Background: an optimization exercise with open tools, aiming at small area, a short achievable clock period and few clock cycles per item. Do not read the settings as production practice.
Only simulation tests tie the RTL to the original design; equivalence was not proved.

## flow/run.sh

```bash
#!/bin/bash
# synth_recipe.tcl (not shown) runs the flow's synth.tcl, then flattens the netlist and writes it again
# the make line also repeats each setting of config.mk as NAME=value (left out here)
make -C /OpenROAD-flow-scripts/flow DESIGN_CONFIG=/design/flow/config.mk WORK_HOME=/design/flow/orfs CLKGATE_MAP_FILE= SYNTH_SCRIPT=/design/flow/synth_recipe.tcl finish
```

## flow/config.mk

```make
export PLATFORM = sky130hd
export DESIGN_NAME = inv_byte_substitution_state
export DESIGN_NICKNAME = inv_byte_substitution_state
export VERILOG_FILES = /design/flow/design.v
export SDC_FILE = /design/flow/constraint.sdc
export NUM_CORES = 4
export LEC_CHECK = 0
export CAP_MARGIN = 20
export CORE_MARGIN = 2
export CORE_UTILIZATION = 40
export SLEW_MARGIN = 20
export SYNTH_HIERARCHICAL = 1
```

## flow/constraint.sdc

```tcl
create_clock -name core_clock -period 16.0 [get_ports {i_clock}]
set_input_delay 3.2000 -clock core_clock [delete_from_list [all_inputs] [get_ports {i_clock}]]
set_output_delay 3.2000 -clock core_clock [all_outputs]
set_load 0.01 [all_outputs]
```

## flow/design.v

```verilog
package aes_pkg;
    localparam int AES_NB_BYTE  = 8;
    localparam int AES_NB_STATE = 128;
endpackage
module inv_byte_substitution_algorithm (input logic [7:0] i_byte, output logic [7:0] o_byte);
    logic t0, t1, t2, t3, t4, t5, t6, t7, t8, t9, t10, t11, t12, t13, t14, t15, t16, t17, t18, t19, t20, t21, t22, t23, t24, t25, t26, t27, t28, t29, t30, t31, t32, t33, t34, t35, t36, t37, t55, t56, t57, t58, t59, t60, t61, t62, t63, t64, t65, t66, t67, t68, t69, t70, t71, t72, t73, t74, t75, t76, t77, t82, t83, t84, t85, t86, t87, t88, t89, t90, t91, t92, t93, t94, t95, t96, t97, t98, t99, t100, t101, t102, t103, t104, t105, t106, t107, t108, t109, t110, t111, t112, t113, t114, t115, t116, t117, t118, t119, t120, t121, t122, t123, t124, t125, t126, t127, t128, t129, t130, t131, t132, t133, t134;
    logic [3:0] t78_v;
    isb_xor2 u0 (.a(i_byte[0]), .b(i_byte[2]), .y(t0));
    isb_xor2 u1 (.a(i_byte[1]), .b(i_byte[6]), .y(t1));
    isb_xor2 u2 (.a(i_byte[3]), .b(t0), .y(t2));
    isb_xor2 u3 (.a(i_byte[4]), .b(i_byte[5]), .y(t3));
    isb_xor2 u4 (.a(i_byte[7]), .b(t1), .y(t4));
    isb_xnor2 u5 (.a(i_byte[0]), .b(i_byte[3]), .y(t5));
    isb_xor2 u6 (.a(i_byte[7]), .b(t0), .y(t6));
    isb_xnor2 u7 (.a(i_byte[5]), .b(t1), .y(t7));
    isb_xnor2 u8 (.a(i_byte[1]), .b(i_byte[4]), .y(t8));
    isb_xor2 u9 (.a(i_byte[2]), .b(t4), .y(t9));
    isb_xnor2 u10 (.a(t2), .b(t4), .y(t10));
    isb_xor2 u11 (.a(i_byte[6]), .b(t3), .y(t11));
    isb_xor2 u12 (.a(t3), .b(t6), .y(t12));
    isb_xor2 u13 (.a(t0), .b(t3), .y(t13));
    isb_xnor2 u14 (.a(i_byte[7]), .b(t2), .y(t14));
    isb_xor2 u15 (.a(i_byte[7]), .b(t5), .y(t15));
    isb_xnor2 u16 (.a(i_byte[0]), .b(t11), .y(t16));
    isb_xnor2 u17 (.a(i_byte[3]), .b(t3), .y(t17));
    isb_xnor2 u18 (.a(i_byte[6]), .b(t5), .y(t18));
    isb_xnor2 u19 (.a(i_byte[1]), .b(t12), .y(t19));
    isb_xor2 u20 (.a(t4), .b(t13), .y(t20));
    isb_xnor2 u21 (.a(t2), .b(t7), .y(t21));
    isb_xnor2 u22 (.a(i_byte[5]), .b(t10), .y(t22));
    isb_xor2 u23 (.a(t8), .b(t14), .y(t23));
    isb_xnor2 u24 (.a(t2), .b(t11), .y(t24));
    isb_xnor2 u25 (.a(t2), .b(t8), .y(t25));
    isb_xnor2 u26 (.a(i_byte[5]), .b(t15), .y(t26));
    isb_xnor2 u27 (.a(i_byte[0]), .b(t7), .y(t27));
    isb_xor2 u28 (.a(i_byte[4]), .b(t9), .y(t28));
    isb_xor2 u29 (.a(i_byte[3]), .b(t4), .y(t29));
    isb_xnor2 u30 (.a(i_byte[4]), .b(t6), .y(t30));
    isb_xor2 u31 (.a(i_byte[4]), .b(t1), .y(t31));
    isb_xnor2 u32 (.a(t2), .b(t31), .y(t32));
    isb_xor2 u33 (.a(i_byte[2]), .b(t1), .y(t33));
    isb_xor2 u34 (.a(t3), .b(t33), .y(t34));
    isb_xor2 u35 (.a(t1), .b(t13), .y(t35));
    isb_xor2 u36 (.a(i_byte[1]), .b(i_byte[5]), .y(t36));
    isb_xor2 u37 (.a(t2), .b(t36), .y(t37));
    isb_nand2 u38 (.a(t9), .b(t21), .y(t55));
    isb_nand2 u39 (.a(t10), .b(t22), .y(t56));
    isb_nand2 u40 (.a(t5), .b(i_byte[7]), .y(t57));
    isb_nand2 u41 (.a(t16), .b(t8), .y(t58));
    isb_nand2 u42 (.a(t17), .b(t14), .y(t59));
    isb_nand2 u43 (.a(t18), .b(t23), .y(t60));
    isb_nand2 u44 (.a(t19), .b(t24), .y(t61));
    isb_nand2 u45 (.a(t20), .b(t7), .y(t62));
    isb_nand2b u46 (.a_n(i_byte[6]), .b(t25), .y(t63));
    isb_xor2 u47 (.a(t57), .b(t59), .y(t64));
    isb_xor2 u48 (.a(t59), .b(t62), .y(t65));
    isb_xor2 u49 (.a(t56), .b(t58), .y(t66));
    isb_xor2 u50 (.a(t34), .b(t64), .y(t67));
    isb_xor2 u51 (.a(t66), .b(t67), .y(t68));
    isb_xor2 u52 (.a(t55), .b(t60), .y(t69));
    isb_xor2 u53 (.a(t6), .b(t64), .y(t70));
    isb_xor2 u54 (.a(t69), .b(t70), .y(t71));
    isb_xor2 u55 (.a(t58), .b(t61), .y(t72));
    isb_xor2 u56 (.a(t35), .b(t65), .y(t73));
    isb_xor2 u57 (.a(t72), .b(t73), .y(t74));
    isb_xor2 u58 (.a(t60), .b(t63), .y(t75));
    isb_xor2 u59 (.a(t37), .b(t65), .y(t76));
    isb_xor2 u60 (.a(t75), .b(t76), .y(t77));
    isb_inv16_p11 u61 (.i({t77, t74, t71, t68}), .o(t78_v));
    isb_xor2 u62 (.a(t78_v[2]), .b(t78_v[3]), .y(t82));
    isb_xor2 u63 (.a(t78_v[0]), .b(t78_v[1]), .y(t83));
    isb_xor2 u64 (.a(t78_v[1]), .b(t78_v[3]), .y(t84));
    isb_xor2 u65 (.a(t78_v[0]), .b(t78_v[2]), .y(t85));
    isb_xor2 u66 (.a(t82), .b(t83), .y(t86));
    isb_nand2 u67 (.a(t9), .b(t78_v[3]), .y(t87));
    isb_nand2 u68 (.a(t10), .b(t78_v[2]), .y(t88));
    isb_nand2 u69 (.a(t5), .b(t82), .y(t89));
    isb_nand2 u70 (.a(t16), .b(t78_v[1]), .y(t90));
    isb_nand2 u71 (.a(t17), .b(t78_v[0]), .y(t91));
    isb_nand2 u72 (.a(t18), .b(t83), .y(t92));
    isb_nand2 u73 (.a(t19), .b(t84), .y(t93));
    isb_nand2 u74 (.a(t20), .b(t85), .y(t94));
    isb_nand2b u75 (.a_n(i_byte[6]), .b(t86), .y(t95));
    isb_nand2 u76 (.a(t26), .b(t78_v[3]), .y(t96));
    isb_nand2b u77 (.a_n(i_byte[5]), .b(t78_v[2]), .y(t97));
    isb_nand2 u78 (.a(t15), .b(t82), .y(t98));
    isb_nand2 u79 (.a(t27), .b(t78_v[1]), .y(t99));
    isb_nand2 u80 (.a(t12), .b(t78_v[0]), .y(t100));
    isb_nand2 u81 (.a(t28), .b(t83), .y(t101));
    isb_nand2 u82 (.a(t29), .b(t84), .y(t102));
    isb_nand2 u83 (.a(t30), .b(t85), .y(t103));
    isb_nand2 u84 (.a(t32), .b(t86), .y(t104));
    isb_xor2 u85 (.a(t96), .b(t98), .y(t105));
    isb_xor2 u86 (.a(t94), .b(t95), .y(t106));
    isb_xor2 u87 (.a(t102), .b(t106), .y(t107));
    isb_xor2 u88 (.a(t100), .b(t105), .y(t108));
    isb_xor2 u89 (.a(t91), .b(t92), .y(t109));
    isb_xor2 u90 (.a(t103), .b(t107), .y(t110));
    isb_xor2 u91 (.a(t87), .b(t88), .y(t111));
    isb_xor2 u92 (.a(t109), .b(t110), .y(t112));
    isb_xor2 u93 (.a(t99), .b(t104), .y(t113));
    isb_xor2 u94 (.a(t108), .b(t113), .y(t114));
    isb_xor2 u95 (.a(t87), .b(t89), .y(t115));
    isb_xor2 u96 (.a(t93), .b(t101), .y(t116));
    isb_xor2 u97 (.a(t108), .b(t111), .y(t117));
    isb_xor2 u98 (.a(t116), .b(t117), .y(t118));
    isb_xor2 u99 (.a(t97), .b(t98), .y(t119));
    isb_xor2 u100 (.a(t112), .b(t119), .y(t120));
    isb_xor2 u101 (.a(t90), .b(t92), .y(t121));
    isb_xor2 u102 (.a(t111), .b(t121), .y(t122));
    isb_xor2 u103 (.a(t102), .b(t114), .y(t123));
    isb_xor2 u104 (.a(t107), .b(t114), .y(t124));
    isb_xor2 u105 (.a(t115), .b(t124), .y(t125));
    isb_xor2 u106 (.a(t99), .b(t101), .y(t126));
    isb_xor2 u107 (.a(t105), .b(t110), .y(t127));
    isb_xor2 u108 (.a(t115), .b(t126), .y(t128));
    isb_xor2 u109 (.a(t127), .b(t128), .y(t129));
    isb_xor2 u110 (.a(t94), .b(t109), .y(t130));
    isb_xor2 u111 (.a(t118), .b(t130), .y(t131));
    isb_xor2 u112 (.a(t99), .b(t100), .y(t132));
    isb_xor2 u113 (.a(t112), .b(t132), .y(t133));
    isb_xor2 u114 (.a(t95), .b(t118), .y(t134));
    assign o_byte[0] = t120;
    assign o_byte[1] = t122;
    assign o_byte[2] = t123;
    assign o_byte[3] = t125;
    assign o_byte[4] = t129;
    assign o_byte[5] = t131;
    assign o_byte[6] = t133;
    assign o_byte[7] = t134;
endmodule
module isb_xor2 (input logic a, input logic b, output logic y);
    assign y = a ^ b;
endmodule
module isb_xnor2 (input logic a, input logic b, output logic y);
    assign y = ~(a ^ b);
endmodule
module isb_nand2 (input logic a, input logic b, output logic y);
    assign y = ~(a & b);
endmodule
module isb_nand2b (input logic a_n, input logic b, output logic y);
    assign y = ~(~a_n & b);
endmodule
module isb_inv16_p11 (input logic [3:0] i, output logic [3:0] o);
    always_comb begin
        case (i)
            4'd0: o = 4'd7;
            4'd1: o = 4'd8;
            4'd2: o = 4'd6;
            4'd3: o = 4'd10;
            4'd4: o = 4'd4;
            4'd5: o = 4'd13;
            4'd6: o = 4'd14;
            4'd7: o = 4'd5;
            4'd8: o = 4'd2;
            4'd9: o = 4'd3;
            4'd10: o = 4'd1;
            4'd11: o = 4'd0;
            4'd12: o = 4'd11;
            4'd13: o = 4'd9;
            4'd14: o = 4'd12;
            4'd15: o = 4'd15;
            default: o = 4'd0;
        endcase
    end
endmodule
import aes_pkg::*;
module inv_byte_substitution_state (
    input  logic           i_clock,
    input  logic           i_reset,
    input  logic [127:0]   i_state,
    input  logic           i_valid,
    output logic           o_ready,
    output logic [127:0]   o_state,
    output logic           o_valid,
    input  logic           i_ready
);
    logic [127:0] slot0_q, slot1_q;
    logic         v0_q, v1_q;
    logic         wp_q, rp_q;
    logic         ready_q;
    logic [127:0] out_q;
    logic         vout_q;
    logic [127:0] sb_in, sb_out;
    logic         accept, load_out, take;
    logic         v0_d, v1_d;
    assign sb_in = rp_q ? slot1_q : slot0_q;
    for (genvar k = 0; k < 16; k++) begin : g_lane
        inv_byte_substitution_algorithm u_alg (
            .i_byte (sb_in[8*k +: 8]),
            .o_byte (sb_out[8*k +: 8])
        );
    end
    assign accept   = i_valid & ready_q;
    assign load_out = ~vout_q | i_ready;
    assign take     = load_out & (rp_q ? v1_q : v0_q);
    always_comb begin
        v0_d = v0_q;
        v1_d = v1_q;
        if (take & ~rp_q) v0_d = 1'b0;
        if (take &  rp_q) v1_d = 1'b0;
        if (accept & ~wp_q) v0_d = 1'b1;
        if (accept &  wp_q) v1_d = 1'b1;
    end
    always_ff @(posedge i_clock) begin
        if (!v0_q) slot0_q <= i_state;
        if (!v1_q) slot1_q <= i_state;
        if (load_out) out_q <= sb_out;
    end
    always_ff @(posedge i_clock) begin
        if (i_reset) begin
            v0_q    <= 1'b0;
            v1_q    <= 1'b0;
            wp_q    <= 1'b0;
            rp_q    <= 1'b0;
            ready_q <= 1'b1;
            vout_q  <= 1'b0;
        end else begin
            v0_q    <= v0_d;
            v1_q    <= v1_d;
            if (accept) wp_q <= ~wp_q;
            if (take)   rp_q <= ~rp_q;
            ready_q <= ~(v0_d & v1_d);
            if (load_out) vout_q <= take;
        end
    end
    assign o_ready = ready_q;
    assign o_valid = vout_q;
    assign o_state = out_q;
endmodule
```

==> results of run 1 <==
==> area by class of cell <==
| type | count | area [sq um] | share of cell area (%) |
|---|---|---|---|
| Antenna cell | 3 | 7.51 | 0.0215 |
| Clock inverter | 29 | 345 | 0.990 |
| Inverter | 84 | 330 | 0.947 |
| Tap cell | 978 | 1220 | 3.51 |
| Clock buffer | 59 | 1260 | 3.61 |
| Sequential cell | 390 | 11700 | 33.4 |
| Timing Repair Buffer | 266 | 2650 | 7.59 |
| Multi-Input combinational cell | 2130 | 17400 | 49.9 |
==> metal layers <==
metal	GRT usage [%]	up-vias	wire length, microns
met1	20.8	8859	29100
met5	0	-	92
met3	3.04	99	2600
li1	-	9201	-
met4	4.68	14	1600
met2	28.2	270	31600
==> state kept, by name, indices dropped and copies added (netlist names) <==
| signal | flops |
|---|---|
| vout_q | 1 |
| ready_q | 1 |
| slot0_q | 128 |
| out_q | 128 |
| slot1_q | 128 |
| wp_q | 1 |
| rp_q | 1 |
| v0_q | 1 |
| v1_q | 1 |
==> how the worst min path moves through the flow <==
stage	startpoint	end	slack, ns	cells past startpoint
after CTS	wp_q$_SDFFE_PP0N_	v0_q$_SDFF_PP0_	0.53	1
after global placement	wp_q$_SDFFE_PP0N_	v0_q$_SDFF_PP0_	0.50	1
after floorplan	wp_q$_SDFFE_PP0N_	v0_q$_SDFF_PP0_	0.48	1
after global routing	wp_q$_SDFFE_PP0N_	v0_q$_SDFF_PP0_	0.56	1
after detailed placement	wp_q$_SDFFE_PP0N_	v0_q$_SDFF_PP0_	0.51	1
final	wp_q$_SDFFE_PP0N_	v0_q$_SDFF_PP0_	0.52	1
==> cell families (layout without fill, tap and decap cells) <==
group                      Yosys count  count (layout)  share of synthesized area, %
DFF                                390             390                          38.2
muxes                              161             161                          7.13
other                                0               3                             0
xor gates and xnor gates          1393            1393                          40.0
AOI/OAI and AO/OA                   57              57                          1.33
and+or+nand+nor                    455             455                          6.04
buffers and inverters              227             438                          4.62
adders and majority gates           64              64                          2.63
==> Yosys cell counts, types with 3 or more instances <==
cell / number
xor2_1: 1121
xnor2_1: 272
a2bb2oi_1: 16
a21oi_1: 3
dfxtp_1: 6
o21ai_0: 18
ha_1: 64
o31ai_1: 17
mux4_2: 32
mux2_2: 128
buf_2: 6
buf_6: 9
inv_1: 84
buf_4: 128
nand2b_1: 48
edfxtp_1: 384
nand2_1: 385
nor2_1: 17
==> Yosys stat by module (local to each module, per instance) <==
| module | times used | area, sq um | flops+latches | cells inside |
|---|---|---|---|---|
| inv_byte_substitution_state | 1 | 13400 | 390 | 555 |
| isb_xnor2 | 272 | 8.76 | 0 | 1 |
| inv_byte_substitution_algorithm | 16 | 60.1 | 0 | 8 |
| isb_nand2b | 48 | 6.26 | 0 | 1 |
| isb_inv16_p11 | 16 | 139 | 0 | 15 |
| isb_xor2 | 1120 | 8.76 | 0 | 1 |
| isb_nand2 | 384 | 3.75 | 0 | 1 |
==> through the flow <==
stage / utilization [%] / hold slack (ns) / setup WS [ns]
5_1_grt: 46.1 / 0.563 / 7.94
2_1_floorplan: - / 0.484 / 9.47
3_5_place_dp: 44.0 / 0.515 / 8.44
6_report: 46.1 / 0.523 / 8.55
4_1_cts: 46.1 / 0.526 / 8.44
3_3_place_gp: 44.0 / 0.501 / 8.62
==> worst max-delay path: cells and delay by family (launching register included) <==
kind	cells	cell delay, ns
xor+xnor	13	3.79
fa+ha+maj	1	0.34
buf+inv	3	1.02
flops	1	0.72
mux	2	1.02
simple gates	2	0.27
==> impl_metrics.ini, run 1 <==
[logic_synthesis]
synth.distinct_cells = 25
netlist_instances = 2747
synth.area.top_cells = edfxtp_1 38%, xor2_1 32%, xnor2_1 7.8%, nand2_1 4.7%, mux2_2 4.7%
synth_top_area_cell = edfxtp_1
synth_top_area_share_pct = 37.8
netlist_area_sq_mm = 0.0305
yosysSeqAreaShare_pct = 38.2
synth_fp_nets = 2943
yosysWarningCount = 8
synth-edff-count = 384
postSynthAreaPerCell_sq_um = 11.1
ys_async_sr_fraction_pct = 0
ys_ff_latch = 390
synthFlopType = edfxtp_1

[die]
coreArea_sq_mm = 0.0757
die_area_sq_mm = 0.0784
rows = 101
chipHeight_microns = 280
die_width_microns = 280
ios = 262
start_util_pct = 40.3

[placement]
placed_cell_area_sq_mm = 0.0333
dp_cells = 3848
place_congestion = 0.861
portBuffers = 261
dpl.hpwl_microns = 49800

[sta]
fmax_mhz = 134
slew_headroom_pct = 38.1
setup_violations = 0
period_needed_ns = 7.45
finalHoldViolCount = 0
fin_tns_setup_ns = 0
grt_setup_unrepaired = no
worst_pin_slew_ns = 0.928
fin_skew_ns = 0.0263
drv_slew = 0
timing.final.crit_share_pct = 46.6

[worst_setup_path]
cp.arrival_ns = 7.77
critPathLaunch = rp_q$_SDFFE_PP0N_
reg2reg_depth = 21
rr_startpoint = rp_q$_SDFFE_PP0N_
path_max_fanout = 60
required_ns = 16.31
worstReg2RegEnd = out_q[126]$_DFFE_PP_
critPathLaunchType = flop
cp_common_cell = xor2_1
crit_type = flop to flop
regToRegSetupSlack_ns = 8.55
worstSetupEndpointType = flop
cp_slowest_cell = buf_4
critical-path-max-stage-delay_ns = 0.82
endpoint = out_q[126]$_DFFE_PP_
worstPathCellList = buf_4, mux2_2, xor2_1, xor2_1, xnor2_1, nand2_1, xor2_1, xor2_1, xor2_1, inv_1, ha_1, inv_1, mux4_2, xor2_1, xor2_1, nand2b_1, xor2_1, xor2_1, xor2_1, xor2_1, xor2_1

[detailed_routing]
drc = 0
wire_per_inst_microns = 16.5
routed_wirelength_microns = 65000
vias = 18400
drt-vias-per-instance = 4.68
first_pass_iters = 4
ant_nets = 0
drt_iter0_markers = 819

[outcome]
outcome = finished clean

[worst_hold_path]
hold_path_class = flop to flop

[global_routing]
grt_util_all_layers_pct = 16.3
grt_pass1_vias = 19600
grt_pass1_wl_microns = 103000
grt_overflow = 0
antenna_found_initial = 12
grt_max_degree = 85

[clock_tree]
htreeDepth = 2
cts.sinks = 390
cts_root_buffer = clkbuf_16
path_clk_slew_ns = 0.06
cts_buffers = 47
cts_hold_buf = 0
cts_resized = 0
cts.path.max_buffers = 3
tritoncts = done
postCtsSetupBuffers = 0
clock_latency_ns = 0.59

[finish]
drive_gt1_share_pct = 8.38
final_cell_mix = 1121 x xor2_1, 385 x nand2_1, 384 x edfxtp_1
area_growth_pct = 14.5
layout.nets = 3115
fill_cells = 6891
final_cells = 3939
design_area_sq_mm = 0.0349
final_common_cell = xor2_1

[run]
cap_viol_max_count = 0

[pwr]
Testbench counts, summed over its fixed seeds: cycles 1,616, items 1,600.
==> run 2: changes to the inputs <==
--- a/flow/design.v
+++ b/flow/design.v
@@ -175,56 +175,65 @@
     output logic           o_valid,
     input  logic           i_ready
 );
-    logic [127:0] slot0_q, slot1_q;
-    logic         v0_q, v1_q;
-    logic         wp_q, rp_q;
-    logic         ready_q;
-    logic [127:0] out_q;
-    logic         vout_q;
-    logic [127:0] sb_in, sb_out;
-    logic         accept, load_out, take;
-    logic         v0_d, v1_d;
-    assign sb_in = rp_q ? slot1_q : slot0_q;
+    logic vout_q, va_q, vs_q, ready_q;
+    logic lo, la, acc;
+    assign acc = i_valid & ready_q;
+    assign lo  = ~vout_q | i_ready;    
+    assign la  = ~va_q | lo;           
     for (genvar k = 0; k < 16; k++) begin : g_lane
-        inv_byte_substitution_algorithm u_alg (
-            .i_byte (sb_in[8*k +: 8]),
-            .o_byte (sb_out[8*k +: 8])
+        inv_byte_lane u_lane (
+            .i_clock (i_clock),
+            .i_byte  (i_state[8*k +: 8]),
+            .i_ready (i_ready),
+            .i_vout  (vout_q),
+            .i_va    (va_q),
+            .i_vs    (vs_q),
+            .o_byte  (o_state[8*k +: 8])
         );
-    end
-    assign accept   = i_valid & ready_q;
-    assign load_out = ~vout_q | i_ready;
-    assign take     = load_out & (rp_q ? v1_q : v0_q);
-    always_comb begin
-        v0_d = v0_q;
-        v1_d = v1_q;
-        if (take & ~rp_q) v0_d = 1'b0;
-        if (take &  rp_q) v1_d = 1'b0;
-        if (accept & ~wp_q) v0_d = 1'b1;
-        if (accept &  wp_q) v1_d = 1'b1;
-    end
-    always_ff @(posedge i_clock) begin
-        if (!v0_q) slot0_q <= i_state;
-        if (!v1_q) slot1_q <= i_state;
-        if (load_out) out_q <= sb_out;
     end
     always_ff @(posedge i_clock) begin
         if (i_reset) begin
-            v0_q    <= 1'b0;
-            v1_q    <= 1'b0;
-            wp_q    <= 1'b0;
-            rp_q    <= 1'b0;
+            vout_q  <= 1'b0;
+            va_q    <= 1'b0;
+            vs_q    <= 1'b0;
             ready_q <= 1'b1;
-            vout_q  <= 1'b0;
         end else begin
-            v0_q    <= v0_d;
-            v1_q    <= v1_d;
-            if (accept) wp_q <= ~wp_q;
-            if (take)   rp_q <= ~rp_q;
-            ready_q <= ~(v0_d & v1_d);
-            if (load_out) vout_q <= take;
+            if (lo) vout_q <= va_q;
+            if (la) begin
+                va_q    <= vs_q | acc;
+                vs_q    <= vs_q & acc;
+                ready_q <= ~(vs_q & acc);
+            end else begin
+                vs_q    <= vs_q | acc;
+                ready_q <= ~(vs_q | acc);
+            end
         end
     end
     assign o_ready = ready_q;
     assign o_valid = vout_q;
-    assign o_state = out_q;
-endmodule
+endmodule
+module inv_byte_lane (
+    input  logic       i_clock,
+    input  logic [7:0] i_byte,
+    input  logic       i_ready,
+    input  logic       i_vout,
+    input  logic       i_va,
+    input  logic       i_vs,
+    output logic [7:0] o_byte
+);
+    logic [7:0] a_q, s_q, out_q, sb;
+    logic       lo, la, ls;
+    assign lo = ~i_vout | i_ready;
+    assign la = ~i_va | lo;
+    assign ls = ~i_vs | la;
+    inv_byte_substitution_algorithm u_alg (
+        .i_byte (a_q),
+        .o_byte (sb)
+    );
+    always_ff @(posedge i_clock) begin
+        if (lo) out_q <= sb;
+        if (la) a_q   <= i_vs ? s_q : i_byte;
+        if (ls) s_q   <= i_byte;
+    end
+    assign o_byte = out_q;
+endmodule
==> impl_metrics.ini, run 2 <==
[sta]
fin_tns_setup_ns = 0
fin_skew_ns = 0.0283
fmax_mhz = 168
drv_slew = 0
worst_hold_slack_ns = 0.509
slew_headroom_pct = 35.5
setup_violations = 0
timing.final.crit_share_pct = 37.1
period_needed_ns = 5.94
grt_setup_unrepaired = no
finalHoldViolCount = 0
worst_pin_slew_ns = 0.968

[worst_hold_path]
hold_path_class = flop to flop
whs_path_depth = 2

[worst_setup_path]
reg2reg_depth = 19
regToRegSetupSlack_ns = 10.06
crit_type = flop to flop
cp.arrival_ns = 6.24
worstSetupEndpointType = flop
path_max_fanout = 7
required_ns = 16.31
critPathLaunchType = flop

[global_routing]
grt_util_all_layers_pct = 16.0
antenna_found_initial = 13
grt_pass1_wl_microns = 105000
grt_max_degree = 51
grt_pass1_vias = 19700
grt_overflow = 0

[die]
die_area_sq_mm = 0.0807
rows = 102
ios = 262
chipHeight_microns = 284
coreArea_sq_mm = 0.0776
start_util_pct = 40.4
die_width_microns = 284

[finish]
reg_top3 = g_lane.u_lane.a_q (128), g_lane.u_lane.out_q (128), g_lane.u_lane.s_q (128)
drive_gt1_share_pct = 7.05
layout.nets = 3150
area_growth_pct = 14.1
fill_cells = 7212
final_cell_mix = 1120 x xor2_1, 385 x nand2_1, 384 x edfxtp_1
final_common_cell = xor2_1

[detailed_routing]
routed_wirelength_microns = 65900
vias = 18800
first_pass_iters = 5
drc = 0
ant_nets = 0
drt-vias-per-instance = 4.65
drt_iter0_markers = 841
wire_per_inst_microns = 16.3

[clock_tree]
cts_root_buffer = clkbuf_16
htreeDepth = 2
cts_resized = 0
clock_latency_ns = 0.59
cts.path.max_buffers = 3
cts_buffers = 47
path_clk_slew_ns = 0.06
tritoncts = done
postCtsSetupBuffers = 0
cts.sinks = 388
cts_hold_buf = 0

[logic_synthesis]
synth.area.top_cells = edfxtp_1 37%, xor2_1 31%, xnor2_1 7.6%, mux2_4 6.1%, nand2_1 4.6%
ys_ff_latch = 388
synthTopCellsByCount = 1120 x xor2_1, 385 x nand2_1, 384 x edfxtp_1
postSynthAreaPerCell_sq_um = 11.3
netlist_area_sq_mm = 0.0314
netlist_instances = 2782
synth_top_area_share_pct = 36.8
yosysMostFrequentCell = xor2_1
synth_top_area_cell = edfxtp_1
synth.distinct_cells = 23
yosysSeqAreaShare_pct = 37.0
synth_fp_nets = 2978
synthFlopType = edfxtp_1
yosysWarningCount = 9
ys_async_sr_fraction_pct = 0
synth-edff-count = 384

[outcome]
outcome = finished clean

[placement]
dpl.hpwl_microns = 51100
place_congestion = 0.903
portBuffers = 261

[run]
cap_viol_max_count = 0
## run 2: changes by cell type after synthesis, sizes merged, moves of 2 or more
| cell | delta |
|---|---|
| nand2b | +16 |
| o21ai | -2 |
| nand3b | +16 |
| inv | -3 |
| nor2b | -2 |
| dfxtp | -2 |
| nand4b | +16 |
| nand3 | -2 |
## run 2: through the flow
step	worst slack (ns)	cells	area (sq um)	util, %
global route	9.40	4035	35800	46.1
global placement	10.17	3945	34200	44.1
finish	10.06	4036	35800	46.1
CTS	10.03	4033	35800	46.1
detailed placement	10.07	3945	34200	44.1
floorplan	10.70	2782	31400	-
## run 2: logic make-up after synthesis
| logic type | Yosys count | share of synthesized area (%) |
|---|---|---|
| AOI/OAI and AO/OA | 53 | 1.20 |
| buffers and inverters | 225 | 4.61 |
| xor gates and xnor gates | 1392 | 38.9 |
| adders and majority gates | 64 | 2.55 |
| and+or+nand+nor | 500 | 6.96 |
| muxes | 160 | 8.81 |
| DFF | 388 | 37.0 |
## run 2: Yosys stat by module (local to each module, per instance)
module | cell area [sq um] | times used | flip-flops and latches
isb_xor2 | 8.76 | 1120 | 0
isb_inv16_p11 | 146 | 16 | 0
isb_nand2 | 3.75 | 384 | 0
inv_byte_lane | 875 | 16 | 24
isb_xnor2 | 8.76 | 272 | 0
isb_nand2b | 6.26 | 48 | 0
inv_byte_substitution_algorithm | 60.1 | 16 | 0
inv_byte_substitution_state | 143 | 1 | 4
## run 2: cell type report
type                    instances  area (sq um)  share of cell area (%)
diodes                          3          7.51                  0.0210
flip-flops and latches        388         11600                    32.5
well taps                    1040          1300                    3.64
clock inverters                29           342                   0.955
clock buffers                  59          1240                    3.47
inverters                      81           304                   0.850
repair buffers                267          2650                    7.41
multi-input cells            2169         18300                    51.2
## run 2: worst paths after layout
kind,start,endpoint
worst max-delay path,g_lane[2].u_lane.a_q[0]$_DFFE_PP_,g_lane[2].u_lane.out_q[6]$_DFFE_PP_
worst min-delay path,ready_q$_SDFF_PP1_,vs_q$_SDFF_PP0_
worst max register to register,g_lane[2].u_lane.a_q[0]$_DFFE_PP_,g_lane[2].u_lane.out_q[6]$_DFFE_PP_
worst min register to register,ready_q$_SDFF_PP1_,vs_q$_SDFF_PP0_
## run 2: per-layer routing
metal  track usage, %  wire, microns
met1             20.7          29500
met2             26.8          31300
met3             3.55           3590
met4             4.13           1410
met5                0            120
## run 2: critical path, cell delays in order (launching register included)
cell      delay (ns)
edfxtp_1        0.50
xor2_1          0.37
xor2_1          0.70
xnor2_1         0.23
nand2_1         0.13
xor2_1          0.28
xor2_1          0.22
xor2_1          0.32
inv_1           0.16
ha_1            0.35
inv_1           0.04
mux4_1          0.56
xor2_1          0.33
xor2_1          0.24
nand2b_1        0.13
xor2_1          0.19
xor2_1          0.25
xor2_1          0.27
xor2_1          0.31
xor2_1          0.10
Testbench counts of run 2, summed over its fixed seeds: cycles 1,616, items 1,600.

==> afterwards: timing with drivers on the ports <==
Ports are ideal in the flow. The routed layouts listed here were re-timed in OpenROAD.
Step 1 sets driving cells, clkbuf_16 on the clock port and buf_2 on the other inputs (assumed; they add their load-dependent delay and slew).
Step 2, shift: input delay + t, output delay - t, t = (earliest + latest rising clock arrival at the registers) / 2. This alone moves slack from input paths to output paths.
Three values: ideal, step 1, step 2; two values: the first two.
run	t (ns)	setup slack, ns	clock arrival spread, ns	pins driven straight from the clock port
run 1	0.635	8.549 / 8.549 / 8.549	0.026 / 0.027	1
run 2	0.637	10.064 / 10.064 / 10.064	0.030 / 0.030	1
After both steps setup and hold are still met in every run listed.
